What follows belongs to an exercise in optimizing a design on an open flow for small area, a short achievable clock period and few clock cycles per item; a production flow would make more cautious choices.
No activity file was given, so power comes from the tool's default toggle rates.

==> flow/design.v <==
`default_nettype none
package lru_pkg;
  localparam int KEY_SPACE_DEF  = 64;
  localparam int MAX_FRAMES_DEF = 8;
  localparam int              CFG_W     = 4;
  localparam logic [CFG_W-1:0] CFG_RESET = 4'd4;
endpackage
`default_nettype wire
`default_nettype none
`default_nettype wire
`default_nettype none
module lru_ctrl #(
  parameter  int KEY_SPACE  = lru_pkg::KEY_SPACE_DEF,
  parameter  int MAX_FRAMES = lru_pkg::MAX_FRAMES_DEF,
  localparam int KW         = $clog2(KEY_SPACE),
  localparam int CW         = $clog2(MAX_FRAMES + 1)
) (
  input  wire logic                      clk,
  input  wire logic                      rst_n,
  input  wire logic                      in_valid,
  output logic                           in_ready,
  input  wire logic [KW-1:0]             in_key,
  input  wire logic [CW-1:0]             lim,
  input  wire logic                      res_free,
  output logic                           step,
  output logic                           res_hit,
  output logic                           res_evicted,
  output logic [KW-1:0]                  res_evicted_key,
  output logic [CW-1:0]                  occupancy
);
  logic [KW-1:0]         list_r [MAX_FRAMES];
  logic [CW-1:0]         count_r;
  logic                  q0_v, q1_v;
  logic [KW-1:0]         q0_key, q1_key;
  logic [MAX_FRAMES-1:0] m_r;
  logic                  load0;
  logic [KW-1:0]         nkey;
  logic [MAX_FRAMES-1:0] shift;
  logic [MAX_FRAMES-1:0] move;
  logic                  hit;
  logic                  full;
  logic                  grow;
  logic [CW-1:0]         count_nxt;
  logic [KW-1:0]         tail_key;
  logic [MAX_FRAMES-1:0] eq;
  logic                  eq_head;
  logic [MAX_FRAMES-1:0] m_nxt;
  assign in_ready = !q1_v;
  assign step     = q0_v && res_free;
  assign load0    = !q0_v || step;
  assign nkey     = q1_v ? q1_key : in_key;
  always_ff @(posedge clk) begin
    if (!rst_n) begin
      q0_v <= 1'b0;
      q1_v <= 1'b0;
    end else begin
      if (load0) begin
        q0_v <= q1_v || in_valid;
      end
      q1_v <= q0_v && !step && (q1_v || in_valid);
    end
  end
  always_ff @(posedge clk) begin
    if (load0) begin
      q0_key <= nkey;
      m_r    <= m_nxt;
    end
    if (!q1_v) begin
      q1_key <= in_key;
    end
  end
  always_comb begin
    shift[0] = 1'b1;
    for (int i = 1; i < MAX_FRAMES; i++) begin
      shift[i] = shift[i-1] & ~m_r[i-1];
    end
  end
  assign move      = {MAX_FRAMES{step}} & shift;
  assign hit       = |m_r;
  assign full      = (count_r >= lim);
  assign grow      = step && !hit && !full;
  assign count_nxt = grow ? CW'(count_r + 1'b1) : count_r;
  always_comb begin
    tail_key = '0;
    for (int i = 0; i < MAX_FRAMES; i++) begin
      if (count_r == CW'(i + 1)) tail_key = list_r[i];
    end
  end
  always_ff @(posedge clk) begin
    if (move[0]) begin
      list_r[0] <= q0_key;
    end
    for (int i = 1; i < MAX_FRAMES; i++) begin
      if (move[i]) list_r[i] <= list_r[i-1];
    end
    if (step) begin
      res_hit         <= hit;
      res_evicted     <= ~hit & full;
      res_evicted_key <= (~hit & full) ? tail_key : '0;
    end
  end
  always_ff @(posedge clk) begin
    if (!rst_n) begin
      count_r <= '0;
    end else begin
      count_r <= count_nxt;
    end
  end
  always_comb begin
    for (int i = 0; i < MAX_FRAMES; i++) begin
      eq[i] = (list_r[i] == nkey);
    end
    eq_head = (q0_key == nkey);
  end
  always_comb begin
    m_nxt[0] = (step ? eq_head : eq[0]) && (count_nxt != '0);
    for (int i = 1; i < MAX_FRAMES; i++) begin
      m_nxt[i] = (move[i] ? eq[i-1] : eq[i]) && (count_nxt > CW'(i));
    end
  end
  assign occupancy = count_r;
endmodule
`default_nettype wire
`default_nettype none
module lru_page_reference_tracker_unit #(
  parameter  int KEY_SPACE  = lru_pkg::KEY_SPACE_DEF,
  parameter  int MAX_FRAMES = lru_pkg::MAX_FRAMES_DEF,
  localparam int KW         = $clog2(KEY_SPACE),
  localparam int CW         = $clog2(MAX_FRAMES + 1)
) (
  input  wire logic                      clk,
  input  wire logic                      rst_n,
  input  wire logic                      in_valid,
  output logic                           in_ready,
  input  wire logic [KW-1:0]             in_page_key,
  output logic                           out_valid,
  input  wire logic                      out_ready,
  output logic                           out_hit,
  output logic                           out_evicted,
  output logic [KW-1:0]                  out_evicted_key,
  output logic [CW-1:0]                  out_occupancy,
  input  wire logic                      cfg_valid,
  output logic                           cfg_ready,
  input  wire logic [lru_pkg::CFG_W-1:0] cfg_frames_in_use
);
  logic [CW-1:0] lim_r;
  logic [CW-1:0] lim_wr;
  logic          out_valid_r;
  logic          step;
  always_comb begin
    if (cfg_frames_in_use == '0) begin
      lim_wr = CW'(1);
    end else if (cfg_frames_in_use > lru_pkg::CFG_W'(MAX_FRAMES)) begin
      lim_wr = CW'(MAX_FRAMES);
    end else begin
      lim_wr = CW'(cfg_frames_in_use);
    end
  end
  assign cfg_ready = 1'b1;
  always_ff @(posedge clk) begin
    if (!rst_n) begin
      lim_r <= CW'(lru_pkg::CFG_RESET);
    end else if (cfg_valid) begin
      lim_r <= lim_wr;
    end
  end
  lru_ctrl #(
    .KEY_SPACE  (KEY_SPACE),
    .MAX_FRAMES (MAX_FRAMES)
  ) u_ctrl (
    .clk             (clk),
    .rst_n           (rst_n),
    .in_valid        (in_valid),
    .in_ready        (in_ready),
    .in_key          (in_page_key),
    .lim             (lim_r),
    .res_free        (!out_valid_r || out_ready),
    .step            (step),
    .res_hit         (out_hit),
    .res_evicted     (out_evicted),
    .res_evicted_key (out_evicted_key),
    .occupancy       (out_occupancy)
  );
  always_ff @(posedge clk) begin
    if (!rst_n) begin
      out_valid_r <= 1'b0;
    end else if (step) begin
      out_valid_r <= 1'b1;
    end else if (out_ready) begin
      out_valid_r <= 1'b0;
    end
  end
  assign out_valid = out_valid_r;
endmodule
`default_nettype wire
Settings: LEC_CHECK=0, CAP_MARGIN=20, CORE_MARGIN=2, CORE_UTILIZATION=40, PLACE_DENSITY=0.6, SETUP_SLACK_MARGIN=3.5, SLEW_MARGIN=20; clock period 5.5 ns.
run.sh (not shown) runs the stock make flow with config.mk's settings and CLKGATE_MAP_FILE= SYNTH_SCRIPT=/design/flow/synth_recipe.tcl, a recipe that flattens the netlist after the stock synthesis.
The baseline finished clean.
Next try:
--- a/flow/design.v
+++ b/flow/design.v
@@ -43,10 +43,12 @@
   logic [CW-1:0]         count_nxt;
   logic [KW-1:0]         tail_key;
   logic [MAX_FRAMES-1:0] eq;
   logic                  eq_head;
   logic [MAX_FRAMES-1:0] m_nxt;
+  logic [MAX_FRAMES-1:0] vld;
+  logic [MAX_FRAMES-1:0] vld_nxt;
   assign in_ready = !q1_v;
   assign step     = q0_v && res_free;
   assign load0    = !q0_v || step;
   assign nkey     = q1_v ? q1_key : in_key;
   always_ff @(posedge clk) begin
@@ -111,13 +113,22 @@
       eq[i] = (list_r[i] == nkey);
     end
     eq_head = (q0_key == nkey);
   end
   always_comb begin
-    m_nxt[0] = (step ? eq_head : eq[0]) && (count_nxt != '0);
-    for (int i = 1; i < MAX_FRAMES; i++) begin
-      m_nxt[i] = (move[i] ? eq[i-1] : eq[i]) && (count_nxt > CW'(i));
+    for (int i = 0; i < MAX_FRAMES; i++) begin
+      vld[i] = (count_r > CW'(i));
+    end
+    vld_nxt[0] = vld[0] | grow;
+    for (int i = 1; i < MAX_FRAMES; i++) begin
+      vld_nxt[i] = vld[i] | (vld[i-1] & grow);
+    end
+  end
+  always_comb begin
+    m_nxt[0] = (step ? eq_head : eq[0]) && vld_nxt[0];
+    for (int i = 1; i < MAX_FRAMES; i++) begin
+      m_nxt[i] = (move[i] ? eq[i-1] : eq[i]) && vld_nxt[i];
     end
   end
   assign occupancy = count_r;
 endmodule
 `default_nettype wire
What happened:
- The new run ran to the end with no violations
- sequential cell count is unchanged
- clock power decreases by 6.9%
- utilization fell by 0.77 points
- hold slack barely changes
- total power decreases by 2.3%
- wire length grows by 11%
- critical path depth shrinks by 1
- synthesized cell count goes up by about 16%
- non-clock buffer count came out higher by 3
No run of this note included a check of the RTL's function; only the layout flow was run.

## port drivers added, routing unchanged
How much do the figures lean on ideal ports? The routed layouts below were timed once more, with nothing changed but the port constraints. Step 1: set_driving_cell puts a clkbuf_16 on clk and a buf_2 on each other input, an assumption about the parent block. Step 2 also shifts input and output timing later by t, the mid clock arrival at the registers, as if the neighbouring blocks saw the same clock. Slacks: ideal / step 1 / step 2; pairs: ideal / step 1.
| run | t (ns) | setup WS [ns] | hold WS [ns] | worst setup path at the end | worst register clock-pin slew, ns |
|---|---|---|---|---|---|
| the first run | 0.387 | 3.107 / 3.111 / 2.724 | 0.477 / 0.477 / 0.477 | input to register | 0.10 / 0.10 |
| the second run | 0.398 | 3.325 / 3.327 / 2.930 | 0.476 / 0.476 / 0.476 | input to register | 0.09 / 0.09 |
After both steps setup and hold are still met in every run listed. For the second run, which loses most, drivers alone change the setup slack by +0.002 ns; drivers and shift together by -0.395 ns.
